Background: an optimization exercise with open tools, aiming at small area, a short achievable clock period and few clock cycles per item. Do not read the settings as production practice.
Only simulation tests tie the RTL to the original design; equivalence was not proved.

## flow/design.v (module list and top-level ports; edited modules follow where they fit)
// module requant_decode: 20 lines
// module requant_stage_a: 7 lines
// module requant_stage_b: 22 lines
// module requant_stage_c: 41 lines
// module requant_shr: 25 lines
// module requant_stage_d: 21 lines
// module requant_mul_hi: 2799 lines
// module requant_mul_lo: 472 lines
// module requant_pack: 202 lines
module requant_pack
#(
  parameter int OUT_LANES = requant_pack_pkg::OUT_LANES
) (
  input  logic               clk,
  input  logic               reset,
  input  logic               cfg_we,
  input  logic [31:0]        cfg_multiplier,
  input  logic [5:0]         cfg_shift,
  input  logic [31:0]        cfg_out_offset,
  input  logic [7:0]         cfg_act_min,
  input  logic [7:0]         cfg_act_max,
  input  logic               in_valid,
  output logic               in_ready,
  input  logic [31:0]        in_acc,
  input  logic [31:0]        in_bias,
  input  logic               in_last,
  output logic               out_valid,
  input  logic               out_ready,
  output logic [8*OUT_LANES-1:0] out_data,
  output logic [OUT_LANES-1:0]   out_keep,
  output logic               busy
);
  // ...
==> flow/run.sh <==
#!/bin/bash
# synth_recipe.tcl (not shown) runs the flow's synth.tcl, then flattens the netlist and writes it again
# the make line also repeats each setting of config.mk as NAME=value (left out here)
make -C /OpenROAD-flow-scripts/flow DESIGN_CONFIG=/design/flow/config.mk WORK_HOME=/design/flow/orfs CLKGATE_MAP_FILE= SYNTH_SCRIPT=/design/flow/synth_recipe.tcl finish
==> flow/config.mk <==
export PLATFORM = sky130hd
export DESIGN_NAME = requant_pack
export DESIGN_NICKNAME = requant_pack
export VERILOG_FILES = /design/flow/design.v
export SDC_FILE = /design/flow/constraint.sdc
export NUM_CORES = 4
export LEC_CHECK = 0
export CAP_MARGIN = 20
export CORE_MARGIN = 2
export CORE_UTILIZATION = 40
export SLEW_MARGIN = 20
export SYNTH_HIERARCHICAL = 1
==> flow/constraint.sdc <==
create_clock -name core_clock -period 13.0 [get_ports {clk}]
set_input_delay 2.6000 -clock core_clock [delete_from_list [all_inputs] [get_ports {clk}]]
set_output_delay 2.6000 -clock core_clock [all_outputs]
set_load 0.01 [all_outputs]
==> out/metrics.cfg, run 1 <==
[setup_path]
cp.required_ns=13.57
cp_max_fo=12
crit_path_start_kind=flip-flop
critPathMostFrequentCell=fa_1
ff2ff_path_depth=18
r2r_slack_ns=6.33
path_cells=fa_1 > fa_1 > ha_1 > a21oi_1 > o21ai_1 > a211oi_1 > nor2_1 > o41ai_1 > o41ai_2 > a31oi_1 > xor2_1 > inv_1 > mux4_1 > nand2_1 > nand3_1 > and2_0 > mux4_2 > nand2b_1

[synthesis]
ys_seq_area_share_pct=18.7
muxShareOfSynthArea_pct=5.82
ys_warn_count=11
synth.most_common_cell=nand2_1
syn_avg_cell_area_sq_um=8.89

[route]
drtAntennaViolNets=0
wl_met1_um=82800
drt_iter0_drc=4934
wl_per_cell_um=27.5
wirelength_um=209000
firstDrtPassIters=9

[floorplanning]
die_area_sq_um=141000

[finish]
fillCellCount=13700
seq_area_share_pct=18.1
signal_buffers=309
inverters=454
numSequentialCells=482
antenna_cells=3

[global_route]
gr-usage-all-layers_pct=28.8
grt-ovfl-total=0
antenna_found_initial=7
use_met1_pct=36.9

[sta]
slew_headroom_pct=19.6
final_max_slew_viol_count=0
tns_ns=0
hold_viol=0
rsz0062_at_grt=no

[placed_design]
dp_hpwl_um=147000
postPlaceCellArea_sq_um=55500

[outcome]
status=no timing/DRC/antenna violations

Testbench counts, summed over its fixed seeds: cycles 8,418, items 8,178.
==> module requant_decode, before the edit <==
module requant_decode (
  input  logic [5:0]  i_shift,
  input  logic [3:0]  i_sp1h,
  input  logic [7:0]  i_sp4h,
  output logic [31:0] o_keepLow,     
  output logic [31:0] o_signSel,     
  output logic [63:0] o_stickyMask   
);
  logic [4:0] w_sp;
  logic [5:0] w_e;
  assign w_sp = i_shift[5] ? 5'd0 : i_shift[4:0];
  assign w_e  = 6'd31 - i_shift;
  always_comb begin
    for (int j = 0; j < 32; j++) begin
      o_keepLow[j] = (j <= 31 - int'(w_sp));
      o_signSel[j] = i_sp4h[(31 - j) / 4] && i_sp1h[(31 - j) % 4];
    end
    for (int j = 0; j < 64; j++) o_stickyMask[j] = (j >= 31) && (j <= int'(w_e) - 2);
  end
endmodule
==> module requant_stage_b, before the edit <==
module requant_stage_b (
  input  logic [31:0] i_s,
  input  logic [31:0] i_mult,
  input  logic [31:0] i_keepLow,
  input  logic [31:0] i_signSel,
  output logic [requant_pack_pkg::CS_BITS-1:0] o_cs,
  output logic        o_spec
);
  logic        w_sign;
  logic [31:0] w_x;
  assign w_sign = |(i_s & i_signSel);
  always_comb begin
    for (int j = 0; j < 32; j++) w_x[j] = i_keepLow[j] ? i_s[j] : w_sign;
  end
  assign o_spec = (i_mult == 32'h8000_0000) && w_sign
                  && ((i_s & i_keepLow & ~i_signSel) == 32'd0);
  requant_mul_hi u_mul (
    .x    (w_x),
    .m    (i_mult),
    .o_cs (o_cs)
  );
endmodule
==> module requant_stage_c, before the edit <==
module requant_stage_c (
  input  logic [requant_pack_pkg::CS_BITS-1:0] i_cs,
  input  logic        i_spec,
  input  logic [5:0]  i_shift,
  input  logic [63:0] i_stickyMask,
  output logic [31:0] o_z0,
  output logic        o_rc
);
  logic        w_shNeg;
  logic [5:0]  w_e;
  logic [63:0] w_pa, w_pb;
  logic [63:0] w_q;
  logic [32:0] w_sh;            
  logic        w_g, w_sticky, w_ones, w_r, w_ylt0;
  assign w_shNeg = i_shift[5];
  assign w_e     = 6'd31 - i_shift;
  requant_mul_lo u_mul (
    .i_cs (i_cs),
    .p_a  (w_pa),
    .p_b  (w_pb)
  );
  assign w_q      = w_pa + w_pb;
  requant_shr u_shr (
    .i_q (w_q),
    .i_e (w_e),
    .o_y (w_sh)
  );
  assign w_g      = w_sh[0];
  assign w_sticky = |(w_q & i_stickyMask);
  assign w_ones   = &(w_q | ~i_stickyMask);
  assign w_r      = w_q[30];
  assign w_ylt0   = w_q[63] && !((&w_q[63:31]) && w_r);
  always_comb begin
    if (!w_shNeg)            o_rc = w_g;
    else if (w_ylt0 == w_r)  o_rc = w_g;
    else if (w_ylt0)         o_rc = w_g && w_sticky;
    else                     o_rc = w_g || w_ones;
    if (i_spec && (!w_shNeg || i_shift == 6'b100000)) o_rc = 1'b0;
  end
  assign o_z0 = (i_spec && !w_shNeg) ? 32'h7FFF_FFFF : w_sh[32:1];
endmodule
==> module requant_stage_d, before the edit <==
module requant_stage_d (
  input  logic [31:0] i_z0,
  input  logic        i_rc,
  input  logic [31:0] i_off,
  input  logic [7:0]  i_min,
  input  logic [7:0]  i_max,
  output logic [7:0]  o_res
);
  logic [32:0] w_sum;
  logic [31:0] w_w;
  logic        w_inRange;     
  logic        w_ltMin, w_gtMax, w_minGtMax, w_top;
  assign w_sum      = {i_z0, 1'b1} + {i_off, i_rc};
  assign w_w        = w_sum[32:1];
  assign w_inRange  = (&w_w[31:7]) || !(|w_w[31:7]);
  assign w_ltMin    = w_inRange ? ($signed(w_w[7:0]) < $signed(i_min)) : w_w[31];
  assign w_gtMax    = w_inRange ? ($signed(w_w[7:0]) > $signed(i_max)) : !w_w[31];
  assign w_minGtMax = $signed(i_min) > $signed(i_max);
  assign w_top      = w_ltMin ? w_minGtMax : w_gtMax;
  assign o_res      = w_top ? i_max : (w_ltMin ? i_min : w_w[7:0]);
endmodule
==> module requant_pack, before the edit <==
module requant_pack
#(
  parameter int OUT_LANES = requant_pack_pkg::OUT_LANES
) (
  input  logic               clk,
  input  logic               reset,
  input  logic               cfg_we,
  input  logic [31:0]        cfg_multiplier,
  input  logic [5:0]         cfg_shift,
  input  logic [31:0]        cfg_out_offset,
  input  logic [7:0]         cfg_act_min,
  input  logic [7:0]         cfg_act_max,
  input  logic               in_valid,
  output logic               in_ready,
  input  logic [31:0]        in_acc,
  input  logic [31:0]        in_bias,
  input  logic               in_last,
  output logic               out_valid,
  input  logic               out_ready,
  output logic [8*OUT_LANES-1:0] out_data,
  output logic [OUT_LANES-1:0]   out_keep,
  output logic               busy
);
  logic [31:0] r_mult;
  logic [5:0]  r_shift;
  logic [3:0]  r_sp1h;        
  logic [7:0]  r_sp4h;        
  logic [4:0]  w_cfgSp;
  logic [31:0] r_off;
  logic [7:0]  r_min;
  logic [7:0]  r_max;
  logic [1:0]  r_inLane;      
  logic [1:0]  r_words;       
  logic        r_busy;
  logic        w_accept;
  logic        w_deliver;
  assign in_ready  = !((r_inLane == 2'd0) && r_words[1]);
  assign w_accept  = in_valid && in_ready;
  assign busy      = r_busy;
  assign w_cfgSp = cfg_shift[5] ? 5'd0 : cfg_shift[4:0];
  always_ff @(posedge clk) begin
    if (!reset) begin
      r_sp1h  <= 4'b0001;
      r_sp4h  <= 8'b0000_0001;
      r_mult  <= requant_pack_pkg::RST_MULT;
      r_shift <= requant_pack_pkg::RST_SHIFT;
      r_off   <= requant_pack_pkg::RST_OFF;
      r_min   <= requant_pack_pkg::RST_MIN;
      r_max   <= requant_pack_pkg::RST_MAX;
    end else if (cfg_we && !r_busy) begin
      r_sp1h  <= 4'b0001 << w_cfgSp[1:0];
      r_sp4h  <= 8'b0000_0001 << w_cfgSp[4:2];
      r_mult  <= cfg_multiplier;
      r_shift <= cfg_shift;
      r_off   <= cfg_out_offset;
      r_min   <= cfg_act_min;
      r_max   <= cfg_act_max;
    end
  end
  logic        w_startWord;
  logic [1:0]  w_wordsNext;
  assign w_startWord = w_accept && (r_inLane == 2'd0);
  assign w_wordsNext = r_words + {1'b0, w_startWord} - {1'b0, w_deliver};
  always_ff @(posedge clk) begin
    if (!reset) begin
      r_inLane <= 2'd0;
      r_words  <= 2'd0;
      r_busy   <= 1'b0;
    end else begin
      if (w_accept) r_inLane <= in_last ? 2'd0 : r_inLane + 2'd1;
      r_words <= w_wordsNext;
      r_busy  <= (w_wordsNext != 2'd0);
    end
  end
  localparam int CSB = requant_pack_pkg::CS_BITS;
  logic [31:0]     w_keepLow, w_signSel;
  logic [63:0]     w_stickyMask;
  logic [31:0]     w_s, r_s;
  logic [CSB-1:0]  w_cs, r_cs;
  logic            w_spec, r_specB;
  logic [31:0]     w_z0, r_z0;
  logic            w_rc, r_rc;
  logic [7:0]      w_res;
  logic            r_vA, r_lA, r_vB, r_lB;
  requant_decode u_dec (
    .i_shift      (r_shift),
    .i_sp1h       (r_sp1h),
    .i_sp4h       (r_sp4h),
    .o_keepLow    (w_keepLow),
    .o_signSel    (w_signSel),
    .o_stickyMask (w_stickyMask)
  );
  requant_stage_a u_a (
    .i_acc  (in_acc),
    .i_bias (in_bias),
    .o_s    (w_s)
  );
  requant_stage_b u_b (
    .i_s       (r_s),
    .i_mult    (r_mult),
    .i_keepLow (w_keepLow),
    .i_signSel (w_signSel),
    .o_cs      (w_cs),
    .o_spec    (w_spec)
  );
  requant_stage_c u_c (
    .i_cs         (r_cs),
    .i_spec       (r_specB),
    .i_shift      (r_shift),
    .i_stickyMask (w_stickyMask),
    .o_z0         (w_z0),
    .o_rc         (w_rc)
  );
  requant_stage_d u_d (
    .i_z0  (r_z0),
    .i_rc  (r_rc),
    .i_off (r_off),
    .i_min (r_min),
    .i_max (r_max),
    .o_res (w_res)
  );
  always_ff @(posedge clk) begin
    r_s     <= w_s;
    r_cs    <= w_cs;
    r_specB <= w_spec;
    r_z0    <= w_z0;
    r_rc    <= w_rc;
  end
  logic r_vC, r_lC;
  always_ff @(posedge clk) begin
    if (!reset) begin
      r_vA <= 1'b0; r_vB <= 1'b0; r_vC <= 1'b0;
    end else begin
      r_vA <= w_accept; r_vB <= r_vA; r_vC <= r_vB;
    end
    r_lA <= in_last; r_lB <= r_lA; r_lC <= r_lB;
  end
  logic [1:0]  r_outLane;
  logic [31:0] r_p;
  logic [3:0]  r_pKeep;
  logic        r_pFull;
  logic [31:0] r_o;
  logic [3:0]  r_oKeep;
  logic        r_oValid;
  logic        w_oFree;
  logic        w_close;
  logic [31:0] w_word;
  logic [3:0]  w_keep;
  assign w_deliver = r_oValid && out_ready;
  assign w_oFree   = !r_oValid || out_ready;
  assign w_close   = r_lC || (r_outLane == 2'd3);
  always_comb begin
    for (int k = 0; k < 4; k++) begin
      if (k < int'(r_outLane)) begin
        w_word[8*k +: 8] = r_p[8*k +: 8];
        w_keep[k]        = 1'b1;
      end else if (k == int'(r_outLane)) begin
        w_word[8*k +: 8] = w_res;
        w_keep[k]        = 1'b1;
      end else begin
        w_word[8*k +: 8] = 8'd0;
        w_keep[k]        = 1'b0;
      end
    end
  end
  always_ff @(posedge clk) begin
    if (!reset) begin
      r_outLane <= 2'd0;
      r_pFull   <= 1'b0;
      r_oValid  <= 1'b0;
    end else begin
      if (r_vC) r_outLane <= w_close ? 2'd0 : r_outLane + 2'd1;
      if (r_pFull) begin
        if (w_oFree) begin
          r_oValid <= 1'b1;
          r_pFull  <= 1'b0;
        end
      end else if (r_vC && w_close) begin
        if (w_oFree) r_oValid <= 1'b1;
        else         r_pFull  <= 1'b1;
      end else if (out_ready) begin
        r_oValid <= 1'b0;
      end
    end
    if (r_pFull) begin
      if (w_oFree) begin
        r_o     <= r_p;
        r_oKeep <= r_pKeep;
      end
    end else if (r_vC && w_close && w_oFree) begin
      r_o     <= w_word;
      r_oKeep <= w_keep;
    end
    if (r_vC && !(w_close && w_oFree && !r_pFull)) begin
      r_p     <= w_word;
      r_pKeep <= w_keep;
    end
  end
  assign out_valid = r_oValid;
  assign out_data  = r_o;
  assign out_keep  = r_oKeep;
endmodule
==> run 2, diff against run 1 <==
--- a/flow/design.v
+++ b/flow/design.v
@@ -9,21 +9,11 @@
 endpackage
 module requant_decode (
-  input  logic [5:0]  i_shift,
-  input  logic [3:0]  i_sp1h,
-  input  logic [7:0]  i_sp4h,
+  input  logic [5:0]  i_e,
   output logic [31:0] o_keepLow,     
-  output logic [31:0] o_signSel,     
   output logic [63:0] o_stickyMask   
 );
-  logic [4:0] w_sp;
-  logic [5:0] w_e;
-  assign w_sp = i_shift[5] ? 5'd0 : i_shift[4:0];
-  assign w_e  = 6'd31 - i_shift;
   always_comb begin
-    for (int j = 0; j < 32; j++) begin
-      o_keepLow[j] = (j <= 31 - int'(w_sp));
-      o_signSel[j] = i_sp4h[(31 - j) / 4] && i_sp1h[(31 - j) % 4];
-    end
-    for (int j = 0; j < 64; j++) o_stickyMask[j] = (j >= 31) && (j <= int'(w_e) - 2);
+    for (int j = 0; j < 32; j++) o_keepLow[j] = i_e[5] || (j <= int'(i_e[4:0]));
+    for (int j = 0; j < 64; j++) o_stickyMask[j] = (j >= 31) && (j + 2 <= int'(i_e));
   end
 endmodule
@@ -39,16 +29,26 @@
   input  logic [31:0] i_mult,
   input  logic [31:0] i_keepLow,
-  input  logic [31:0] i_signSel,
+  input  logic [3:0]  i_sp1h,        
+  input  logic [7:0]  i_sp4h,        
   output logic [requant_pack_pkg::CS_BITS-1:0] o_cs,
   output logic        o_spec
 );
-  logic        w_sign;
+  logic        w_sign;             
+  logic [31:0] w_signSel;
+  logic [7:0]  w_grp;
   logic [31:0] w_x;
-  assign w_sign = |(i_s & i_signSel);
+  always_comb begin
+    for (int j = 0; j < 32; j++) w_signSel[j] = i_sp4h[(31 - j) / 4] && i_sp1h[(31 - j) % 4];
+    for (int b = 0; b < 8; b++) begin
+      w_grp[b] = 1'b0;
+      for (int a = 0; a < 4; a++) w_grp[b] = w_grp[b] | (i_sp1h[a] & i_s[31 - 4*b - a]);
+    end
+  end
+  assign w_sign = |(w_grp & i_sp4h);
   always_comb begin
     for (int j = 0; j < 32; j++) w_x[j] = i_keepLow[j] ? i_s[j] : w_sign;
   end
   assign o_spec = (i_mult == 32'h8000_0000) && w_sign
-                  && ((i_s & i_keepLow & ~i_signSel) == 32'd0);
+                  && ((i_s & i_keepLow & ~w_signSel) == 32'd0);
   requant_mul_hi u_mul (
     .x    (w_x),
@@ -60,8 +60,9 @@
   input  logic [requant_pack_pkg::CS_BITS-1:0] i_cs,
   input  logic        i_spec,
-  input  logic [5:0]  i_shift,
+  input  logic [5:0]  i_e,           
   input  logic [63:0] i_stickyMask,
-  output logic [31:0] o_z0,
-  output logic        o_rc
+  output logic [39:0] o_t,
+  output logic        o_rc1,
+  output logic        o_rc0
 );
   logic        w_shNeg;
@@ -69,8 +70,11 @@
   logic [63:0] w_pa, w_pb;
   logic [63:0] w_q;
-  logic [32:0] w_sh;            
-  logic        w_g, w_sticky, w_ones, w_r, w_ylt0;
-  assign w_shNeg = i_shift[5];
-  assign w_e     = 6'd31 - i_shift;
+  logic [96:0] w_l0;
+  logic [63:0] w_l5;
+  logic [47:0] w_l4;
+  logic [39:0] w_l3;
+  logic        w_sticky, w_ones, w_r, w_ylt0, w_kill, w_ovr;
+  assign w_shNeg = i_e[5];
+  assign w_e     = i_e;
   requant_mul_lo u_mul (
     .i_cs (i_cs),
@@ -78,52 +82,39 @@
     .p_b  (w_pb)
   );
-  assign w_q      = w_pa + w_pb;
-  requant_shr u_shr (
-    .i_q (w_q),
-    .i_e (w_e),
-    .o_y (w_sh)
-  );
-  assign w_g      = w_sh[0];
+  assign w_q  = w_pa + w_pb;
+  assign w_l0 = {{32{w_q[63]}}, w_q, 1'b0};
+  always_comb begin
+    for (int j = 0; j < 64; j++) w_l5[j] = w_e[5] ? w_l0[j + 32] : w_l0[j];
+    for (int j = 0; j < 48; j++) w_l4[j] = w_e[4] ? w_l5[j + 16] : w_l5[j];
+    for (int j = 0; j < 40; j++) w_l3[j] = w_e[3] ? w_l4[j + 8]  : w_l4[j];
+  end
+  assign w_ovr = i_spec && !w_shNeg;
+  assign o_t   = w_l3 ^ {40{w_ovr}};
   assign w_sticky = |(w_q & i_stickyMask);
   assign w_ones   = &(w_q | ~i_stickyMask);
   assign w_r      = w_q[30];
   assign w_ylt0   = w_q[63] && !((&w_q[63:31]) && w_r);
+  assign w_kill   = i_spec && (!w_shNeg || i_e == 6'd63);
   always_comb begin
-    if (!w_shNeg)            o_rc = w_g;
-    else if (w_ylt0 == w_r)  o_rc = w_g;
-    else if (w_ylt0)         o_rc = w_g && w_sticky;
-    else                     o_rc = w_g || w_ones;
-    if (i_spec && (!w_shNeg || i_shift == 6'b100000)) o_rc = 1'b0;
-  end
-  assign o_z0 = (i_spec && !w_shNeg) ? 32'h7FFF_FFFF : w_sh[32:1];
-endmodule
-module requant_shr (
-  input  logic [63:0] i_q,
-  input  logic [5:0]  i_e,
-  output logic [32:0] o_y
-);
-  logic [96:0] w_l0;
-  logic [64:0] w_l5, w_l4, w_l3, w_l2, w_l1, w_l0o;
-  assign w_l0 = {{32{i_q[63]}}, i_q, 1'b0};
-  always_comb begin
-    w_l5 = '0; w_l4 = '0; w_l3 = '0; w_l2 = '0; w_l1 = '0; w_l0o = '0;
-    for (int j = 0; j < 33 + 1 + 2 + 4 + 8 + 16; j++)         
-      w_l5[j] = i_e[5] ? w_l0[j + 32] : w_l0[j];
-    for (int j = 0; j < 33 + 1 + 2 + 4 + 8; j++)              
-      w_l4[j] = i_e[4] ? w_l5[j + 16] : w_l5[j];
-    for (int j = 0; j < 33 + 1 + 2 + 4; j++)                  
-      w_l3[j] = i_e[3] ? w_l4[j + 8] : w_l4[j];
-    for (int j = 0; j < 33 + 1 + 2; j++)                      
-      w_l2[j] = i_e[2] ? w_l3[j + 4] : w_l3[j];
-    for (int j = 0; j < 33 + 1; j++)                          
-      w_l1[j] = i_e[1] ? w_l2[j + 2] : w_l2[j];
-    for (int j = 0; j < 33; j++)                              
-      w_l0o[j] = i_e[0] ? w_l1[j + 1] : w_l1[j];
+    if (w_kill) begin
+      o_rc1 = 1'b0;
+      o_rc0 = 1'b0;
+    end else if (!w_shNeg || (w_ylt0 == w_r)) begin
+      o_rc1 = 1'b1;
+      o_rc0 = 1'b0;
+    end else if (w_ylt0) begin
+      o_rc1 = w_sticky;
+      o_rc0 = 1'b0;
+    end else begin
+      o_rc1 = 1'b1;
+      o_rc0 = w_ones;
+    end
   end
-  assign o_y = w_l0o[32:0];
 endmodule
 module requant_stage_d (
-  input  logic [31:0] i_z0,
-  input  logic        i_rc,
+  input  logic [39:0] i_t,
+  input  logic [2:0]  i_e,           
+  input  logic        i_rc1,
+  input  logic        i_rc0,
   input  logic [31:0] i_off,
   input  logic [7:0]  i_min,
@@ -131,9 +122,23 @@
   output logic [7:0]  o_res
 );
+  logic [2:0]  w_e;
+  logic [35:0] w_l2;
+  logic [33:0] w_l1;
+  logic [32:0] w_y;
+  logic [31:0] w_z0;
+  logic        w_rc;
   logic [32:0] w_sum;
   logic [31:0] w_w;
   logic        w_inRange;     
   logic        w_ltMin, w_gtMax, w_minGtMax, w_top;
-  assign w_sum      = {i_z0, 1'b1} + {i_off, i_rc};
+  assign w_e = i_e;
+  always_comb begin
+    for (int j = 0; j < 36; j++) w_l2[j] = w_e[2] ? i_t[j + 4]  : i_t[j];
+    for (int j = 0; j < 34; j++) w_l1[j] = w_e[1] ? w_l2[j + 2] : w_l2[j];
+    for (int j = 0; j < 33; j++) w_y[j]  = w_e[0] ? w_l1[j + 1] : w_l1[j];
+  end
+  assign w_z0 = w_y[32:1];
+  assign w_rc = w_y[0] ? i_rc1 : i_rc0;
+  assign w_sum      = {w_z0, 1'b1} + {i_off, w_rc};
   assign w_w        = w_sum[32:1];
   assign w_inRange  = (&w_w[31:7]) || !(|w_w[31:7]);
@@ -3439,5 +3444,5 @@
 );
   logic [31:0] r_mult;
-  logic [5:0]  r_shift;
+  logic [5:0]  r_e;           
   logic [3:0]  r_sp1h;        
   logic [7:0]  r_sp4h;        
@@ -3460,5 +3465,5 @@
       r_sp4h  <= 8'b0000_0001;
       r_mult  <= requant_pack_pkg::RST_MULT;
-      r_shift <= requant_pack_pkg::RST_SHIFT;
+      r_e     <= 6'd31 - requant_pack_pkg::RST_SHIFT;
       r_off   <= requant_pack_pkg::RST_OFF;
       r_min   <= requant_pack_pkg::RST_MIN;
@@ -3468,5 +3473,5 @@
       r_sp4h  <= 8'b0000_0001 << w_cfgSp[4:2];
       r_mult  <= cfg_multiplier;
-      r_shift <= cfg_shift;
+      r_e     <= 6'd31 - cfg_shift;
       r_off   <= cfg_out_offset;
       r_min   <= cfg_act_min;
@@ -3490,19 +3495,16 @@
   end
   localparam int CSB = requant_pack_pkg::CS_BITS;
-  logic [31:0]     w_keepLow, w_signSel;
+  logic [31:0]     w_keepLow;
   logic [63:0]     w_stickyMask;
   logic [31:0]     w_s, r_s;
   logic [CSB-1:0]  w_cs, r_cs;
   logic            w_spec, r_specB;
-  logic [31:0]     w_z0, r_z0;
-  logic            w_rc, r_rc;
+  logic [39:0]     w_t, r_t;
+  logic            w_rc1, r_rc1, w_rc0, r_rc0;
   logic [7:0]      w_res;
   logic            r_vA, r_lA, r_vB, r_lB;
   requant_decode u_dec (
-    .i_shift      (r_shift),
-    .i_sp1h       (r_sp1h),
-    .i_sp4h       (r_sp4h),
+    .i_e          (r_e),
     .o_keepLow    (w_keepLow),
-    .o_signSel    (w_signSel),
     .o_stickyMask (w_stickyMask)
   );
@@ -3516,5 +3518,6 @@
     .i_mult    (r_mult),
     .i_keepLow (w_keepLow),
-    .i_signSel (w_signSel),
+    .i_sp1h    (r_sp1h),
+    .i_sp4h    (r_sp4h),
     .o_cs      (w_cs),
     .o_spec    (w_spec)
@@ -3523,12 +3526,15 @@
     .i_cs         (r_cs),
     .i_spec       (r_specB),
-    .i_shift      (r_shift),
+    .i_e          (r_e),
     .i_stickyMask (w_stickyMask),
-    .o_z0         (w_z0),
-    .o_rc         (w_rc)
+    .o_t          (w_t),
+    .o_rc1        (w_rc1),
+    .o_rc0        (w_rc0)
   );
   requant_stage_d u_d (
-    .i_z0  (r_z0),
-    .i_rc  (r_rc),
+    .i_t     (r_t),
+    .i_e     (r_e[2:0]),
+    .i_rc1   (r_rc1),
+    .i_rc0   (r_rc0),
     .i_off (r_off),
     .i_min (r_min),
@@ -3540,6 +3546,7 @@
     r_cs    <= w_cs;
     r_specB <= w_spec;
-    r_z0    <= w_z0;
-    r_rc    <= w_rc;
+    r_t     <= w_t;
+    r_rc1   <= w_rc1;
+    r_rc0   <= w_rc0;
   end
   logic r_vC, r_lC;
--- a/flow/config.mk
+++ b/flow/config.mk
@@ -8,5 +8,5 @@
 export CAP_MARGIN = 20
 export CORE_MARGIN = 2
-export CORE_UTILIZATION = 40
+export CORE_UTILIZATION = 60
 export SLEW_MARGIN = 20
 export SYNTH_HIERARCHICAL = 1
==> run 2 against run 1 <==
Synthesized cell count is 2.9% lower. Still clean on timing, DRC and antenna. Area after synthesis is 2.5% lower. Via count is 3.4% lower. Utilization is 20 points higher. Routed wire length is 7.8% lower.
==> out/metrics.cfg, run 2 <==
[outcome]
status=no timing/DRC/antenna violations

[setup_path]
crit_buf_inv=1
slowest_stage=a221oi_1
cpPeakStageDelay_ns=0.86
worstSetupEndpointType=flip-flop
crit_path_start_kind=flip-flop
cp_max_fo=38  ; +26
r2r_start=r_e[1]
rr_endpoint=r_o[16]
worstPathArrival_ns=7.46
path_cells=buf_4 > mux2_2 > mux4_2 > ha_1 > a21oi_1 > o211ai_1 > a21o_1 > a221oi_1 > a21o_1 > nand4_1 > a2111o_1 > nor3_2 > nand3_1 > a2bb2oi_1 > a31oi_1 > nand2_1 > o21ai_1 > mux2_2
crit_family=compound AO/OA/AOI/OAI gates
r2r_slack_ns=6.07  ; -0.26 ns
ff2ff_path_depth=18  ; unchanged
cp.required_ns=13.53  ; -0.04 ns
crit_type=reg2reg

[finish]
layout.cells.non_filler=6801
reg.largest.list=r_cs (232), r_t (40)
final_common_cell=nand2_1
area_growth_pct=2.52
fillCellCount=7815  ; -43%
antenna_cells=0  ; -3
layout_common_cells=nand2_1 (507), a22oi_1 (459), xnor2_1 (425), fa_1 (418), inv_1 (414)
drive_gt1_share_pct=8.55
final_nets=6377
max_flop_register=r_cs
largest_register_ffs=232

[placed_design]
dp_hpwl_um=133000  ; -9.8%
numPortBuffers=194
placed_cells=6696
place.gp.congestion=1.04
preCtsSetupSlack_ns=6.19

[synthesis]
synth_common_cells=nand2_1 (507), a22oi_1 (459), xnor2_1 (425), dfxtp_1 (420), fa_1 (418)
ys_ff_latch=491
synth_flop_cell=dfxtp_1
yosys-top-cells-area=dfxtp_1 (16%), fa_1 (16%), xnor2_1 (6.9%)
synth_edf_count=71
synth_area_sq_um=54000
syn_inst=6050
ys_seq_area_share_pct=19.5  ; +0.81 points
synth_area_leader_cell=dfxtp_1
ys_warn_count=11  ; unchanged
ys_async_sr_fraction_pct=0
synth.most_common_cell=nand2_1
synth_top_area_share_pct=15.6
synthDistinctLibCells=128
syn_avg_cell_area_sq_um=8.92  ; +0.40%

[route]
wirelength_um=193000  ; -7.8%
drtAntennaViolNets=0  ; unchanged
drc_errors=0
vias_per_cell=6.67
drt_iter0_drc=4738  ; -4.0%
via_count=45400
firstDrtPassIters=6  ; -3
wl_per_cell_um=28.3  ; +3.1%

[global_route]
antenna_found_initial=1  ; -6
grt-ovfl-total=0  ; unchanged
gr-usage-all-layers_pct=40.8  ; +12 points
grt_pass1_vias=45300
grt_max_degree=94
grt_pass1_wl_um=287000

[clocking]
ctsResizeCount=0
numCtsBuffers=56
cts_tree=yes
cts_buffer_depth=3
cts.sinks=491
cts_setup_buffers=0
clkLatencyLatePin_ns=0.69
root_buffer=clkbuf_16
path_clk_slew_ns=0.07
hold_buffers=0
htreeDepth=2

[sta]
slew_headroom_pct=19.1  ; -0.47 points
tns_ns=0  ; unchanged
hold_ws_ns=0.328
min_period_ns=6.93
hold_viol=0  ; unchanged
final.period_utilization_pct=53.3
final_max_slew_viol_count=0  ; unchanged
worstMarginPinSlew_ns=1.21
fin_worst_skew_ns=0.0418
setup_viol=0
rsz0062_at_grt=no
fmax_mhz=144
setup_slack_ns=6.07

[flow_run]
maxCapViolCount=0

[floorplanning]
die_area_sq_um=92400  ; -35%
die_y_um=304
core-area_sq_um=89600
pin_count=195
rows=110
start_util_pct=60.2
fp.dieW_um=304

[min_path]
hp-start=r_lA
min_path_cells=0
hold_class=reg2reg
whs_endpoint=r_lB

## run 2: final cells by class
| type | count | area, sq um | area share [%] |
|---|---|---|---|
| multi-input combinational | 4312 | 37000 | 66.9 |
| sequential | 491 | 10600 | 19.1 |
| timing repair buffer | 294 | 2690 | 4.86 |
| inverter | 423 | 1590 | 2.87 |
| clock buffer | 66 | 1540 | 2.79 |
| tap | 1176 | 1470 | 2.66 |
| clock inverter | 39 | 477 | 0.862 |
## run 2: layer usage
layer,wire [um],track usage [%],vias up
met5,72,0.517,-
met1,70100,49.3,21900
met2,85600,64.7,2911
li1,-,-,19700
met3,21000,9.46,857
met4,15900,28.4,3
## run 2: logic make-up after synthesis
logic type	share of synthesized area, %
AOI/OAI and AO/OA	20.5
buffers and inverters	12.4
DFF	19.5
adders and majority gates	20.7
xor gates and xnor gates	10.7
and+or+nand+nor	11.0
muxes	5.04
other	0.0348
## run 2: worst max path at each step
stage / endpoint / from / cells past startpoint / slack, ns
floorplan: r_o[31] / r_e[2] / 23 / 6.98
finish: r_o[16] / r_e[1] / 18 / 6.07
global placement: r_o[24] / r_e[1] / 17 / 6.23
global route: r_o[16] / r_e[1] / 18 / 5.69
CTS: r_o[16] / r_e[1] / 18 / 6.14
detailed placement: r_o[16] / r_e[1] / 18 / 6.19
## run 2: modules after synthesis, one instance, submodules excluded
module	cells	area (sq um)	times used	flip-flops and latches
requant_mul_hi	2349	20400	1	0
requant_mul_lo	270	3310	1	0
requant_stage_d	623	4650	1	0
requant_stage_a	241	1740	1	0
requant_stage_b	152	1100	1	0
requant_pack	997	13400	1	491
requant_decode	142	842	1	0
requant_stage_c	1276	8580	1	0
## run 2: per-stage QoR
stage / util (%) / cell area [sq um]
after detailed placement: 59.5 / 53300
after global placement: 59.5 / 53300
after global routing: 61.8 / 55300
after floorplan: - / 54100
final: 61.8 / 55300
after CTS: 61.7 / 55300
## run 2: worst reg2reg max path, stage by stage, from the launching register on
cell and delay [ns]:
dfxtp_2 0.68, buf_4 0.48, mux2_2 0.43, mux4_2 0.50, ha_1 0.40, a21oi_1 0.23
o211ai_1 0.17, a21o_1 0.19, a221oi_1 0.86, a21o_1 0.22, nand4_1 0.11, a2111o_1 0.43
nor3_2 0.38, nand3_1 0.51, a2bb2oi_1 0.29, a31oi_1 0.46, nand2_1 0.10, o21ai_1 0.18
mux2_2 0.19
Testbench counts of run 2, summed over its fixed seeds: cycles 8,418, items 8,178.
==> run 3, diff against run 2 <==
==> flow/flow/run.sh (new file) <==
#!/bin/bash
# Layout flow: the standard ORFS layout (standard.sh, unchanged synthesis), with the
# timing repair steps aiming at a setup slack of SETUP_SLACK_MARGIN ns at the design's
# clock period, so that gates on the critical paths get sized for a shorter achieved period.
# Each step's full output goes to a log file in the work folder.
set -euo pipefail
MARGIN=$(cat flow/margin.txt)
bash standard.sh synth > log_synth.txt 2>&1
bash standard.sh SETUP_SLACK_MARGIN=$MARGIN finish > log_layout.txt 2>&1
==> flow/flow/margin.txt (new file) <==
8
==> flow/standard.sh (new file) <==
#!/bin/bash
# synth_recipe.tcl (not shown) runs the flow's synth.tcl, then flattens the netlist and writes it again
# the make line also repeats each setting of config.mk as NAME=value (left out here)
make -C /OpenROAD-flow-scripts/flow DESIGN_CONFIG=/design/flow/config.mk WORK_HOME=/design/flow/orfs CLKGATE_MAP_FILE= SYNTH_SCRIPT=/design/flow/synth_recipe.tcl "${@:-finish}"
removed: flow/run.sh
==> run 3 against run 2 <==
Fmax up 28%. Synthesized cell count unchanged. First-iteration DRC count up 18%. Register-to-register slack better by 1.5 ns. Via count up 3.4%. Routed wire length up 4.0%.
==> out/metrics.cfg, run 3 <==
[outcome]
status=no timing/DRC/antenna violations

[finish]
layout_common_cells=nand2_1 (488), a22oi_1 (458), fa_1 (413), inv_1 (412), xnor2_1 (409)
design_area_sq_um=58800  ; +6.3%
final_nets=6498  ; +1.9%
fillCellCount=7326  ; -6.3%
area_growth_pct=8.99
reg.largest.list=r_cs (232), r_t (40)
max_flop_register=r_cs
final_common_cell=nand2_1
largest_register_ffs=232  ; unchanged
drive_gt1_share_pct=15.8  ; +7.2 points

[setup_path]
cp_max_fo=15  ; -61%
worstPathArrival_ns=5.83  ; -1.63 ns
startpoint=r_e[1]
cp.required_ns=13.40  ; -0.13 ns
ff2ff_path_depth=18  ; unchanged
crit_end=r_o[19]
crit_type=reg2reg
rr_endpoint=r_o[19]
worstSetupEndpointType=flip-flop
crit_path_start_kind=flip-flop
r2r_start=r_e[1]
r2r_slack_ns=7.57  ; +1.50 ns

[synthesis]
syn_inst=6050  ; unchanged
syn_avg_cell_area_sq_um=8.92  ; unchanged
synth_common_cells=nand2_1 (507), a22oi_1 (459), xnor2_1 (425), dfxtp_1 (420), fa_1 (418)
synth_compound_area_share_pct=20.5  ; unchanged
synth_flop_cell=dfxtp_1
synth_area_leader_cell=dfxtp_1
ys_warn_count=11  ; unchanged
synth_top_area_share_pct=15.6  ; unchanged
synth_xor_area_share_pct=10.7  ; unchanged
synth_edf_count=71  ; unchanged
synthDistinctLibCells=128  ; unchanged
ys_async_sr_fraction_pct=0  ; unchanged
muxShareOfSynthArea_pct=5.04  ; unchanged
synth_top_family_by_area=adder cells
ys_ff_latch=491  ; unchanged
ys_seq_area_share_pct=19.5  ; unchanged
synth.most_common_cell=nand2_1
synthSimpleGateAreaFrac_pct=11.0  ; unchanged
yosys-top-cells-area=dfxtp_1 (16%), fa_1 (16%), xnor2_1 (6.9%)
synth_area_sq_um=54000  ; unchanged
synthAdderAreaFrac_pct=20.7  ; unchanged

[sta]
fmax_mhz=184  ; +28%
hold_ws_ns=0.338  ; +0.0100 ns
hold_viol=0  ; unchanged
min_period_ns=5.43  ; -1.50 ns
final_max_slew_viol_count=0  ; unchanged
tns_ns=0  ; unchanged
setup_viol=0  ; unchanged
setup_slack_ns=7.57  ; +1.50 ns
final.period_utilization_pct=41.8  ; -12 points
fin_worst_skew_ns=0.0558  ; +0.0140 ns
slew_headroom_pct=21.5  ; +2.4 points
rsz0062_at_grt=yes
worstMarginPinSlew_ns=1.17  ; -0.0389 ns

[global_route]
grt-ovfl-total=0  ; unchanged
grt_max_degree=94  ; unchanged
grt_pass1_wl_um=297000  ; +3.6%
antenna_found_initial=3  ; +2
gr-usage-all-layers_pct=42.2  ; +1.4 points
grt_pass1_vias=47300  ; +4.3%

[floorplanning]
start_util_pct=60.2  ; unchanged
pin_count=195  ; unchanged
fp.dieW_um=304  ; unchanged
die_y_um=304  ; unchanged
rows=110  ; unchanged
die_area_sq_um=92400  ; unchanged
core-area_sq_um=89600  ; unchanged

[clocking]
root_buffer=clkbuf_16
cts.sinks=491  ; unchanged
cts_buffer_depth=3  ; unchanged
path_clk_slew_ns=0.06  ; about the same
numCtsBuffers=58  ; +3.6%
clkLatencyLatePin_ns=0.68  ; about the same
cts_tree=yes
hold_buffers=0  ; unchanged
htreeDepth=2  ; unchanged

[route]
drtAntennaViolNets=0  ; unchanged
wirelength_um=200000  ; +4.0%
drc_errors=0  ; unchanged
via_count=46900  ; +3.4%
drt_iter0_drc=5579  ; +18%
firstDrtPassIters=8  ; +2
wl_per_cell_um=28.9  ; +2.1%
vias_per_cell=6.78  ; +1.6%

[flow_run]
maxCapViolCount=0  ; unchanged

[min_path]
hold_class=reg2reg

[placed_design]
preCtsSetupSlack_ns=6.33  ; +0.142 ns
postPlaceCellArea_sq_um=53500  ; +0.34%
numPortBuffers=194  ; unchanged
place.gp.congestion=1.01  ; -2.5%
dp_hpwl_um=135000  ; +1.6%

## run 3: worst min-delay path by stage
stage,start,end,cells past startpoint
5_1_grt,r_lB,r_lC,0
6_report,r_lA,r_lB,0
2_1_floorplan,r_lA,r_lB,0
3_5_place_dp,r_lB,r_lC,0
4_1_cts,r_lB,r_lC,0
3_3_place_gp,r_lB,r_lC,0
## run 3: per-layer routing
metal  vias to the layer above  track usage (%)  part of all wire [%]
li1                      20000                -                     -
met1                     22600             50.6                    36
met2                      3274             66.5                    44
met3                      1087             11.3                    11
met4                         0             28.7                   8.5
met5                         -                0                     0
## run 3: Yosys stat by module, one instance, submodules excluded
module,cells,cell area (sq um)
requant_mul_lo,270,3310
requant_pack,997,13400
requant_decode,142,842
requant_stage_a,241,1740
requant_stage_c,1276,8580
requant_stage_b,152,1100
requant_mul_hi,2349,20400
requant_stage_d,623,4650
## run 3: repair_timing
item                       CTS  global route
pin swaps                   60            52
setup buffers               67            47
setup endpoints to repair  153           141
resized for setup          286           198
gates cloned                 6             1
## run 3: kinds of logic (layout without fill, tap and decap cells)
kind of cell,after synthesis,count (layout)
flops,491,491
compound gates,1548,1548
xor+xnor,655,655
other cells,5,44
mux,220,220
simple gates,1208,1211
fa+ha+maj,643,643
buf+inv,1280,937
## run 3: worst max-delay path, cell delays in order (launching register included)
cell	delay [ns]
dfxtp_4	0.39
bufbuf_16	0.31
mux2_2	0.37
mux4_2	0.52
ha_4	0.31
nand4_1	0.16
o211ai_1	0.16
a21oi_2	0.28
a211oi_2	0.10
o211a_1	0.27
o311a_1	0.37
nor3_4	0.41
nor3_2	0.16
a32oi_4	0.35
and3_4	0.39
a31oi_4	0.16
nand2_1	0.09
o21ai_1	0.08
mux2_2	0.28
## run 3: cell type report
| cell class | count | area, sq um | area share, % |
|---|---|---|---|
| Multi-Input combinational cell | 4315 | 39200 | 66.7 |
| Sequential cell | 491 | 10600 | 18.0 |
| Timing Repair Buffer | 410 | 3890 | 6.61 |
| Clock buffer | 81 | 1670 | 2.84 |
| Inverter | 423 | 1590 | 2.70 |
| Tap cell | 1176 | 1470 | 2.50 |
| Clock inverter | 23 | 405 | 0.689 |
| Antenna cell | 6 | 15.0 | 0.0255 |
## run 3: per-stage QoR
step                      util [%]  instances
after floorplan                  -       6083
after global placement        59.7       6694
after detailed placement      59.7       6694
after CTS                     64.3       6871
after global routing          65.6       6924
final                         65.6       6925
==> run 4, diff against run 3 <==
--- a/flow/design.v
+++ b/flow/design.v
@@ -10,9 +10,7 @@
 module requant_decode (
   input  logic [5:0]  i_e,
-  output logic [31:0] o_keepLow,     
   output logic [63:0] o_stickyMask   
 );
   always_comb begin
-    for (int j = 0; j < 32; j++) o_keepLow[j] = i_e[5] || (j <= int'(i_e[4:0]));
     for (int j = 0; j < 64; j++) o_stickyMask[j] = (j >= 31) && (j + 2 <= int'(i_e));
   end
@@ -28,16 +26,21 @@
   input  logic [31:0] i_s,
   input  logic [31:0] i_mult,
-  input  logic [31:0] i_keepLow,
   input  logic [3:0]  i_sp1h,        
   input  logic [7:0]  i_sp4h,        
+  input  logic [3:0]  i_le1,         
+  input  logic [7:0]  i_lt4,         
   output logic [requant_pack_pkg::CS_BITS-1:0] o_cs,
   output logic        o_spec
 );
   logic        w_sign;             
-  logic [31:0] w_signSel;
+  logic [31:0] w_keepLow;          
+  logic [31:0] w_signSel;          
   logic [7:0]  w_grp;
   logic [31:0] w_x;
   always_comb begin
-    for (int j = 0; j < 32; j++) w_signSel[j] = i_sp4h[(31 - j) / 4] && i_sp1h[(31 - j) % 4];
+    for (int j = 0; j < 32; j++) begin
+      w_signSel[j] = i_sp4h[(31 - j) / 4] && i_sp1h[(31 - j) % 4];
+      w_keepLow[j] = i_lt4[(31 - j) / 4] || (i_sp4h[(31 - j) / 4] && i_le1[(31 - j) % 4]);
+    end
     for (int b = 0; b < 8; b++) begin
       w_grp[b] = 1'b0;
@@ -47,8 +50,8 @@
   assign w_sign = |(w_grp & i_sp4h);
   always_comb begin
-    for (int j = 0; j < 32; j++) w_x[j] = i_keepLow[j] ? i_s[j] : w_sign;
+    for (int j = 0; j < 32; j++) w_x[j] = w_keepLow[j] ? i_s[j] : w_sign;
   end
   assign o_spec = (i_mult == 32'h8000_0000) && w_sign
-                  && ((i_s & i_keepLow & ~w_signSel) == 32'd0);
+                  && ((i_s & w_keepLow & ~w_signSel) == 32'd0);
   requant_mul_hi u_mul (
     .x    (w_x),
@@ -62,5 +65,5 @@
   input  logic [5:0]  i_e,           
   input  logic [63:0] i_stickyMask,
-  output logic [39:0] o_t,
+  output logic [35:0] o_t,
   output logic        o_rc1,
   output logic        o_rc0
@@ -74,4 +77,5 @@
   logic [47:0] w_l4;
   logic [39:0] w_l3;
+  logic [35:0] w_l2;
   logic        w_sticky, w_ones, w_r, w_ylt0, w_kill, w_ovr;
   assign w_shNeg = i_e[5];
@@ -88,7 +92,8 @@
     for (int j = 0; j < 48; j++) w_l4[j] = w_e[4] ? w_l5[j + 16] : w_l5[j];
     for (int j = 0; j < 40; j++) w_l3[j] = w_e[3] ? w_l4[j + 8]  : w_l4[j];
+    for (int j = 0; j < 36; j++) w_l2[j] = w_e[2] ? w_l3[j + 4]  : w_l3[j];
   end
   assign w_ovr = i_spec && !w_shNeg;
-  assign o_t   = w_l3 ^ {40{w_ovr}};
+  assign o_t   = w_l2 ^ {36{w_ovr}};
   assign w_sticky = |(w_q & i_stickyMask);
   assign w_ones   = &(w_q | ~i_stickyMask);
@@ -113,6 +118,6 @@
 endmodule
 module requant_stage_d (
-  input  logic [39:0] i_t,
-  input  logic [2:0]  i_e,           
+  input  logic [35:0] i_t,
+  input  logic [1:0]  i_e,           
   input  logic        i_rc1,
   input  logic        i_rc0,
@@ -122,25 +127,35 @@
   output logic [7:0]  o_res
 );
-  logic [2:0]  w_e;
-  logic [35:0] w_l2;
   logic [33:0] w_l1;
   logic [32:0] w_y;
-  logic [31:0] w_z0;
+  logic [31:0] w_x;
   logic        w_rc;
   logic [32:0] w_sum;
   logic [31:0] w_w;
-  logic        w_inRange;     
+  logic [8:0]  w_lo7s;
+  logic [7:0]  w_lo7;        
+  logic [31:0] w_p;
+  logic        w_zero, w_ones, w_inRange;
   logic        w_ltMin, w_gtMax, w_minGtMax, w_top;
-  assign w_e = i_e;
   always_comb begin
-    for (int j = 0; j < 36; j++) w_l2[j] = w_e[2] ? i_t[j + 4]  : i_t[j];
-    for (int j = 0; j < 34; j++) w_l1[j] = w_e[1] ? w_l2[j + 2] : w_l2[j];
-    for (int j = 0; j < 33; j++) w_y[j]  = w_e[0] ? w_l1[j + 1] : w_l1[j];
+    for (int j = 0; j < 34; j++) w_l1[j] = i_e[1] ? i_t[j + 2]  : i_t[j];
+    for (int j = 0; j < 33; j++) w_y[j]  = i_e[0] ? w_l1[j + 1] : w_l1[j];
   end
-  assign w_z0 = w_y[32:1];
+  assign w_x  = w_y[32:1];
   assign w_rc = w_y[0] ? i_rc1 : i_rc0;
-  assign w_sum      = {w_z0, 1'b1} + {i_off, w_rc};
-  assign w_w        = w_sum[32:1];
-  assign w_inRange  = (&w_w[31:7]) || !(|w_w[31:7]);
+  assign w_sum  = {w_x, 1'b1} + {i_off, w_rc};
+  assign w_w    = w_sum[32:1];
+  assign w_lo7s = {1'b0, w_x[6:0], 1'b1} + {1'b0, i_off[6:0], w_rc};
+  assign w_lo7  = w_lo7s[8:1];
+  assign w_p   = w_x ^ i_off;
+  always_comb begin
+    w_zero = (w_p[7] == w_lo7[7]);
+    w_ones = (w_p[7] != w_lo7[7]);
+    for (int i = 8; i < 32; i++) begin
+      w_zero = w_zero && (w_p[i] == (w_x[i-1] | i_off[i-1]));
+      w_ones = w_ones && (w_p[i] != (w_x[i-1] & i_off[i-1]));
+    end
+  end
+  assign w_inRange  = w_zero || w_ones;
   assign w_ltMin    = w_inRange ? ($signed(w_w[7:0]) < $signed(i_min)) : w_w[31];
   assign w_gtMax    = w_inRange ? ($signed(w_w[7:0]) > $signed(i_max)) : !w_w[31];
@@ -3447,4 +3462,6 @@
   logic [3:0]  r_sp1h;        
   logic [7:0]  r_sp4h;        
+  logic [3:0]  r_le1;         
+  logic [7:0]  r_lt4;         
   logic [4:0]  w_cfgSp;
   logic [31:0] r_off;
@@ -3464,4 +3481,6 @@
       r_sp1h  <= 4'b0001;
       r_sp4h  <= 8'b0000_0001;
+      r_le1   <= 4'b1111;
+      r_lt4   <= 8'b1111_1110;
       r_mult  <= requant_pack_pkg::RST_MULT;
       r_e     <= 6'd31 - requant_pack_pkg::RST_SHIFT;
@@ -3472,4 +3491,6 @@
       r_sp1h  <= 4'b0001 << w_cfgSp[1:0];
       r_sp4h  <= 8'b0000_0001 << w_cfgSp[4:2];
+      r_le1   <= 4'b1111 << w_cfgSp[1:0];
+      r_lt4   <= 8'b1111_1110 << w_cfgSp[4:2];
       r_mult  <= cfg_multiplier;
       r_e     <= 6'd31 - cfg_shift;
@@ -3495,10 +3516,9 @@
   end
   localparam int CSB = requant_pack_pkg::CS_BITS;
-  logic [31:0]     w_keepLow;
   logic [63:0]     w_stickyMask;
   logic [31:0]     w_s, r_s;
   logic [CSB-1:0]  w_cs, r_cs;
   logic            w_spec, r_specB;
-  logic [39:0]     w_t, r_t;
+  logic [35:0]     w_t, r_t;
   logic            w_rc1, r_rc1, w_rc0, r_rc0;
   logic [7:0]      w_res;
@@ -3506,5 +3526,4 @@
   requant_decode u_dec (
     .i_e          (r_e),
-    .o_keepLow    (w_keepLow),
     .o_stickyMask (w_stickyMask)
   );
@@ -3517,7 +3536,8 @@
     .i_s       (r_s),
     .i_mult    (r_mult),
-    .i_keepLow (w_keepLow),
     .i_sp1h    (r_sp1h),
     .i_sp4h    (r_sp4h),
+    .i_le1     (r_le1),
+    .i_lt4     (r_lt4),
     .o_cs      (w_cs),
     .o_spec    (w_spec)
@@ -3534,5 +3554,5 @@
   requant_stage_d u_d (
     .i_t     (r_t),
-    .i_e     (r_e[2:0]),
+    .i_e     (r_e[1:0]),
     .i_rc1   (r_rc1),
     .i_rc0   (r_rc0),
==> run 4 against run 3 <==
Non-clock buffer count shrank 49. Global-route usage fell by 1.9 points. Hold slack worse by 0.016 ns. Critical path depth shrank 1. Fmax rose by 5.8%. Register-to-register slack better by 0.30 ns. Utilization down 0.87 points. Count of clock-buffer cells in the layout increased by 2. Final cell count fell by 2.6%. Critical path type unchanged.
==> out/metrics.cfg, run 4 <==
[floorplanning]
die_area_sq_um=90900  ; -1.6%
core-area_sq_um=88100  ; -1.7%
die_y_um=301  ; -0.80%
start_util_pct=60.3  ; about the same
pin_count=195  ; unchanged
fp.dieW_um=301  ; -0.80%
rows=109  ; -0.91%

[sta]
final_max_slew_viol_count=0  ; unchanged
tns_ns=0  ; unchanged
rsz0062_at_grt=yes
fmax_mhz=195  ; +5.8%
final.period_utilization_pct=39.5  ; -2.3 points
worstMarginPinSlew_ns=1.14  ; -0.0268 ns
fin_worst_skew_ns=0.0593  ; +0.00345 ns
setup_slack_ns=7.86  ; +0.296 ns
slew_headroom_pct=23.9  ; +2.4 points
hold_viol=0  ; unchanged
min_period_ns=5.14  ; -0.296 ns
setup_viol=0  ; unchanged

[placed_design]
preCtsSetupSlack_ns=7.11  ; +0.784 ns
place.gp.congestion=1.04  ; +2.4%
dp_hpwl_um=127000  ; -6.2%
numPortBuffers=194  ; unchanged

[finish]
fillCellCount=7490  ; +2.2%
utilization_pct=64.8  ; -0.87 points
final_common_cell=inv_1
final_nets=6367  ; -2.0%
antenna_cells=0  ; -6
layout_common_cells=inv_1 (493), a22oi_1 (467), nand2_1 (449), xnor2_1 (436), fa_1 (421)
drive_gt1_share_pct=14.3  ; -1.5 points
max_flop_register=r_cs
reg.largest.list=r_cs (232), r_t (36)
largest_register_ffs=232  ; unchanged
area_growth_pct=7.48

[min_path]
min_path_cells=0  ; unchanged
hold_class=reg2reg

[route]
firstDrtPassIters=9  ; +1
wirelength_um=186000  ; -7.0%
drtAntennaViolNets=0  ; unchanged
vias_per_cell=6.49  ; -4.2%
drt_iter0_drc=4921  ; -12%
drc_errors=0  ; unchanged
via_count=43800  ; -6.7%
wl_per_cell_um=27.6  ; -4.6%

[clocking]
clkLatencyLatePin_ns=0.70  ; +0.02 ns
hold_buffers=0  ; unchanged
root_buffer=clkbuf_16
cts_buffer_depth=3  ; unchanged
htreeDepth=2  ; unchanged
cts_tree=yes
numCtsBuffers=58  ; unchanged
path_clk_slew_ns=0.07  ; about the same
cts.sinks=495  ; +0.81%

[setup_path]
ff2ff_path_depth=17  ; -1
cp.required_ns=13.56  ; +0.16 ns
crit_path_start_kind=flip-flop
worstPathArrival_ns=5.70  ; -0.13 ns
crit_type=reg2reg
worstSetupEndpointType=flip-flop
cp_max_fo=7  ; -8

[global_route]
gr-usage-all-layers_pct=40.3  ; -1.9 points
grt-ovfl-total=0  ; unchanged
antenna_found_initial=3  ; unchanged
grt_pass1_vias=43700  ; -7.6%
grt_pass1_wl_um=276000  ; -7.1%
grt_max_degree=92  ; -2.1%

[synthesis]
synth_area_sq_um=53100  ; -1.6%
syn_avg_cell_area_sq_um=8.95  ; +0.34%
ys_warn_count=11  ; unchanged
syn_inst=5932  ; -2.0%

[flow_run]
maxCapViolCount=0  ; unchanged

[outcome]
status=no timing/DRC/antenna violations

[run 4: stage by stage]
step	hold slack, ns	area (sq um)	cells
floorplan	0.310	53200	5968
finish	0.323	57100	6745
global placement	0.314	52700	6566
detailed placement	0.312	52700	6566
CTS	0.326	55600	6695
global route	0.332	57100	6745
[run 4: area by class of cell]
cell class	instances	area, sq um	area share (%)
tap	1165	1460	2.55
timing repair inverter	1	5.00	0.00877
sequential	495	10600	18.7
clock inverter	25	365	0.640
timing repair buffer	361	3410	5.97
clock buffer	83	1730	3.03
inverter	501	1880	3.30
multi-input combinational	4114	37600	65.8
[run 4: critical path, cell delays in order, from the launching register on]
cell and delay, ns:
dfxtp_2 0.32, fa_1 0.52, fa_2 0.63, ha_4 0.24
a21o_1 0.20, a21o_1 0.19, a221o_1 0.35, o31ai_4 0.27
buf_6 0.16, o21ai_4 0.09, a2111oi_4 0.49, xor2_4 0.20
buf_6 0.17, mux4_2 0.55, mux2i_2 0.21, nor2_1 0.09
a21oi_2 0.17, xnor2_2 0.16
[run 4: worst paths after layout]
check | from | slack, ns | to
worst min register to register | r_lB | 0.32 | r_lC
worst max register to register | r_cs[33] | 7.86 | r_t[10]
worst min-delay path | r_lB | 0.32 | r_lC
worst max-delay path | r_cs[33] | 7.86 | r_t[10]
[run 4: repair_timing]
action,in CTS,in global routing
cloned,2,2
setup endpoints to repair,164,125
buffers inserted,19,47
pin swaps,16,60
resized for setup,130,214
[run 4: layer usage]
| layer | share of wire, % | global-route usage (%) |
|---|---|---|
| met2 | 44 | 62.5 |
| met4 | 5.9 | 20.2 |
| met3 | 12 | 12.2 |
| met5 | 0.020 | 0.106 |
| met1 | 38 | 50.9 |
Testbench counts of run 4, summed over its fixed seeds: cycles 8,418, items 8,178.
==> module requant_stage_a, before the edit <==
module requant_stage_a (
  input  logic [31:0] i_acc,
  input  logic [31:0] i_bias,
  output logic [31:0] o_s
);
  assign o_s = i_acc + i_bias;
endmodule
==> run 5, diff against run 4 <==
--- a/flow/design.v
+++ b/flow/design.v
@@ -16,4 +16,35 @@
   end
 endmodule
+module requant_skl #(
+  parameter int N = 32
+) (
+  input  logic [N-1:0] a,
+  input  logic [N-1:0] b,
+  input  logic         cin,
+  output logic [N-1:0] s,
+  output logic [N-1:0] o_c
+);
+  localparam int L = $clog2(N);
+  logic [N-1:0] w_g [0:L];
+  logic [N-1:0] w_p [0:L];
+  logic [N-1:0] w_p0;
+  assign w_p0      = a ^ b;
+  assign w_p[0]    = w_p0;
+  assign w_g[0][0] = (a[0] & b[0]) | (w_p0[0] & cin);
+  assign w_g[0][N-1:1] = a[N-1:1] & b[N-1:1];
+  for (genvar l = 0; l < L; l++) begin : g_lvl
+    for (genvar i = 0; i < N; i++) begin : g_bit
+      if (((i >> l) & 1) == 1) begin : g_comb
+        assign w_g[l+1][i] = w_g[l][i] | (w_p[l][i] & w_g[l][((i >> l) << l) - 1]);
+        assign w_p[l+1][i] = w_p[l][i] & w_p[l][((i >> l) << l) - 1];
+      end else begin : g_pass
+        assign w_g[l+1][i] = w_g[l][i];
+        assign w_p[l+1][i] = w_p[l][i];
+      end
+    end
+  end
+  assign o_c = {w_g[L][N-2:0], cin};
+  assign s   = w_p0 ^ o_c;
+endmodule
 module requant_stage_a (
   input  logic [31:0] i_acc,
@@ -21,5 +52,12 @@
   output logic [31:0] o_s
 );
-  assign o_s = i_acc + i_bias;
+  logic [31:0] w_c;
+  requant_skl #(.N(32)) u_add (
+    .a   (i_acc),
+    .b   (i_bias),
+    .cin (1'b0),
+    .s   (o_s),
+    .o_c (w_c)
+  );
 endmodule
 module requant_stage_b (
@@ -86,5 +124,12 @@
     .p_b  (w_pb)
   );
-  assign w_q  = w_pa + w_pb;
+  logic [63:0] w_qc;
+  requant_skl #(.N(64)) u_add (
+    .a   (w_pa),
+    .b   (w_pb),
+    .cin (1'b0),
+    .s   (w_q),
+    .o_c (w_qc)
+  );
   assign w_l0 = {{32{w_q[63]}}, w_q, 1'b0};
   always_comb begin
@@ -131,8 +176,6 @@
   logic [31:0] w_x;
   logic        w_rc;
-  logic [32:0] w_sum;
   logic [31:0] w_w;
-  logic [8:0]  w_lo7s;
-  logic [7:0]  w_lo7;        
+  logic [31:0] w_c;          
   logic [31:0] w_p;
   logic        w_zero, w_ones, w_inRange;
@@ -144,12 +187,15 @@
   assign w_x  = w_y[32:1];
   assign w_rc = w_y[0] ? i_rc1 : i_rc0;
-  assign w_sum  = {w_x, 1'b1} + {i_off, w_rc};
-  assign w_w    = w_sum[32:1];
-  assign w_lo7s = {1'b0, w_x[6:0], 1'b1} + {1'b0, i_off[6:0], w_rc};
-  assign w_lo7  = w_lo7s[8:1];
+  requant_skl #(.N(32)) u_add (
+    .a   (w_x),
+    .b   (i_off),
+    .cin (w_rc),
+    .s   (w_w),
+    .o_c (w_c)
+  );
   assign w_p   = w_x ^ i_off;
   always_comb begin
-    w_zero = (w_p[7] == w_lo7[7]);
-    w_ones = (w_p[7] != w_lo7[7]);
+    w_zero = (w_p[7] == w_c[7]);
+    w_ones = (w_p[7] != w_c[7]);
     for (int i = 8; i < 32; i++) begin
       w_zero = w_zero && (w_p[i] == (w_x[i-1] | i_off[i-1]));
--- a/flow/config.mk
+++ b/flow/config.mk
@@ -8,5 +8,5 @@
 export CAP_MARGIN = 20
 export CORE_MARGIN = 2
-export CORE_UTILIZATION = 60
+export CORE_UTILIZATION = 70
 export SLEW_MARGIN = 20
 export SYNTH_HIERARCHICAL = 1
==> run 5 against run 4 <==
Via count is 8.6% lower. Fmax is 1.1% higher. Largest cell class unchanged. Count of clock-buffer cells in the layout is 4 lower. Cell area is 6.6% lower.
==> out/metrics.cfg, run 5 <==
[flow_run]
maxCapViolCount=0  ; unchanged

[floorplanning]
fp.dieW_um=272  ; -9.6%
start_util_pct=70.7  ; +10 points
pin_count=195  ; unchanged
core-area_sq_um=71400  ; -19%
die_y_um=272  ; -9.6%
die_area_sq_um=74200  ; -18%
rows=98  ; -10%

[placed_design]
placed_cells=5875  ; -11%
numPortBuffers=194  ; unchanged
dp_hpwl_um=105000  ; -17%
place.gp.congestion=0.977  ; -5.6%

[global_route]
grt_max_degree=62  ; -33%
grt_pass1_wl_um=241000  ; -13%
grt-ovfl-total=0  ; unchanged
antenna_found_initial=3  ; unchanged
gr-usage-all-layers_pct=42.9  ; +2.6 points
grt_pass1_vias=40000  ; -8.5%

[route]
via_count=40000  ; -8.6%
firstDrtPassIters=9  ; unchanged
wl_per_cell_um=27.1  ; -1.9%
drc_errors=0  ; unchanged
wirelength_um=163000  ; -12%
drtAntennaViolNets=0  ; unchanged
drt_iter0_drc=4859  ; -1.3%
vias_per_cell=6.65  ; +2.5%

[sta]
slew_headroom_pct=23.9  ; about the same
worstMarginPinSlew_ns=1.14  ; -0.000597 ns
rsz0062_at_grt=yes
fmax_mhz=197  ; +1.1%
final_max_slew_viol_count=0  ; unchanged
final.period_utilization_pct=39.1  ; -0.43 points
min_period_ns=5.08  ; -0.0560 ns
fin_worst_skew_ns=0.0698  ; +0.0105 ns
hold_viol=0  ; unchanged
tns_ns=0  ; unchanged
setup_viol=0  ; unchanged

[clocking]
cts_tree=yes
htreeDepth=2  ; unchanged
hold_buffers=0  ; unchanged
cts_buffer_depth=3  ; unchanged
numCtsBuffers=55  ; -5.2%
clkLatencyLatePin_ns=0.67  ; -0.03 ns
cts.sinks=495  ; unchanged
root_buffer=clkbuf_16
path_clk_slew_ns=0.06  ; about the same

[min_path]
hp-start=r_lB
whs_endpoint=r_lC
min_path_cells=0  ; unchanged
hold_class=reg2reg

[synthesis]
ys_warn_count=17  ; +6
syn_avg_cell_area_sq_um=9.36  ; +4.6%
syn_inst=5385  ; -9.2%
synth_area_sq_um=50400  ; -5.0%

[setup_path]
cp.required_ns=13.39  ; -0.17 ns
cp_max_fo=8  ; +1
worstSetupEndpointType=flip-flop
crit_path_start_kind=flip-flop
r2r_start=r_e[1]
worstPathArrival_ns=5.47  ; -0.23 ns
ff2ff_path_depth=22  ; +5
rr_endpoint=r_o[16]
r2r_slack_ns=7.92  ; +0.06 ns
crit_type=reg2reg

[finish]
reg.largest.list=r_cs (232), r_t (36)
final_nets=5877  ; -7.7%
layout.cells.non_filler=6017  ; -11%
final_common_cell=inv_1
utilization_pct=74.7  ; +9.9 points
area_growth_pct=5.65
max_flop_register=r_cs
largest_register_ffs=232  ; unchanged
layout_common_cells=inv_1 (514), a22oi_1 (462), fa_1 (426), xnor2_1 (416), dfxtp_1 (412)
drive_gt1_share_pct=12.4  ; -1.9 points

[outcome]
status=no timing/DRC/antenna violations

run 5: cell count changes in the layout (fill, tap and decap cells not counted), moves of 22 or more:
cell      change
a21boi_1     -22
a21oi_1      -84
buf_4        -32
ha_1         +40
mux2i_1      +37
nand2_1      -73
nand2b_1     +25
nand4_1      -25
nor2_1       -86
o21ai_0      -50
xor2_1       +23
run 5: per-stage QoR:
step	setup slack (ns)	area (sq um)	hold slack, ns
after floorplan	8.00	50600	0.310
after global placement	7.35	49900	0.314
after detailed placement	7.17	50000	0.314
after CTS	7.94	52300	0.328
after global routing	7.78	53300	0.342
final	7.92	53300	0.328
run 5: worst max-delay path by stage:
stage	from	to	slack, ns	cells after the start
global placement	r_e[1]	r_o[18]	7.35	21
finish	r_e[1]	r_o[16]	7.92	22
floorplan	r_e[1]	r_o[24]	8.00	21
CTS	r_e[1]	r_o[18]	7.94	22
detailed placement	r_e[1]	r_o[18]	7.17	21
global route	r_e[1]	r_o[21]	7.78	23
run 5: cell type report:
cell class              instances  area (sq um)
inverters                     522          1960
multi-input cells            3617         34500
fillers                      5322         18100
diodes                          1          2.50
repair buffers                331          3150
well taps                     950          1190
clock buffers                  79          1570
flip-flops and latches        495         10600
clock inverters                22           225
run 5: critical path: stages, from the launching register on:
cell and delay, ns:
dfxtp_4 0.35, buf_12 0.09, mux4_2 0.50, mux2_2 0.29, inv_2 0.05, fa_2 0.16, inv_1 0.06, fa_2 0.37
a21o_1 0.19, a21o_1 0.18, fa_2 0.60, ha_1 0.27, a21o_1 0.18, nand2_1 0.11, a31oi_4 0.12, o221ai_2 0.09
o21ai_2 0.09, mux2i_4 0.17, buf_12 0.19, mux2_4 0.34, nand2_2 0.07, o21ai_2 0.06, mux2_4 0.28
run 5: what timing repair did:
item                                    CTS  global route
endpoints found under the setup margin  166           152
buffers inserted                         12            20
cloned                                    4             4
resized for setup                        60           169
pin swaps                                 5            27
run 5: metal layers:
layer	wire length [um]	up-vias	track usage, %	part of all wire, %
met5	13	-	0	0.0080
met4	12900	2	26.2	7.9
met3	21600	981	14.8	13
met2	71000	2921	66.0	44
met1	57400	19100	51.9	35
li1	-	17000	-	-
Testbench counts of run 5, summed over its fixed seeds: cycles 8,418, items 8,178.

==> afterwards: timing with drivers on the ports <==
In the flow no input, the clock included, has a driving cell. The finished layouts below were timed again as built, in two steps.
Step 1 assumes that a clkbuf_16 drives the clock port and a buf_2 every other input.
Step 2 also shifts input and output timing later by t, the mid clock arrival at the registers, as if the neighbouring blocks saw the same clock.
Slacks: no drivers / after step 1 / after step 2; pairs: no drivers / after step 1.
| run | t, ns | setup slack, ns | hold slack, ns | latest minus earliest clock arrival (ns) | pins driven straight from the clock port |
|---|---|---|---|---|---|
| run 1 | 0.746 | 6.329 / 6.329 / 6.329 | 0.328 / 0.328 / 0.328 | 0.059 / 0.059 | 1 |
| run 2 | 0.746 | 6.072 / 6.072 / 6.072 | 0.328 / 0.328 / 0.328 | 0.042 / 0.042 | 1 |
| run 3 | 0.734 | 7.568 / 7.568 / 7.568 | 0.338 / 0.338 / 0.338 | 0.056 / 0.056 | 1 |
| run 4 | 0.742 | 7.864 / 7.864 / 7.551 | 0.323 / 0.323 / 0.323 | 0.059 / 0.060 | 1 |
| run 5 | 0.705 | 7.920 / 7.920 / 7.622 | 0.328 / 0.328 / 0.328 | 0.071 / 0.070 | 1 |
After both steps every run listed still meets setup and hold. The setup slack of run 4, which loses most, moves by 0.000 ns with the drivers and by -0.313 ns with both steps.
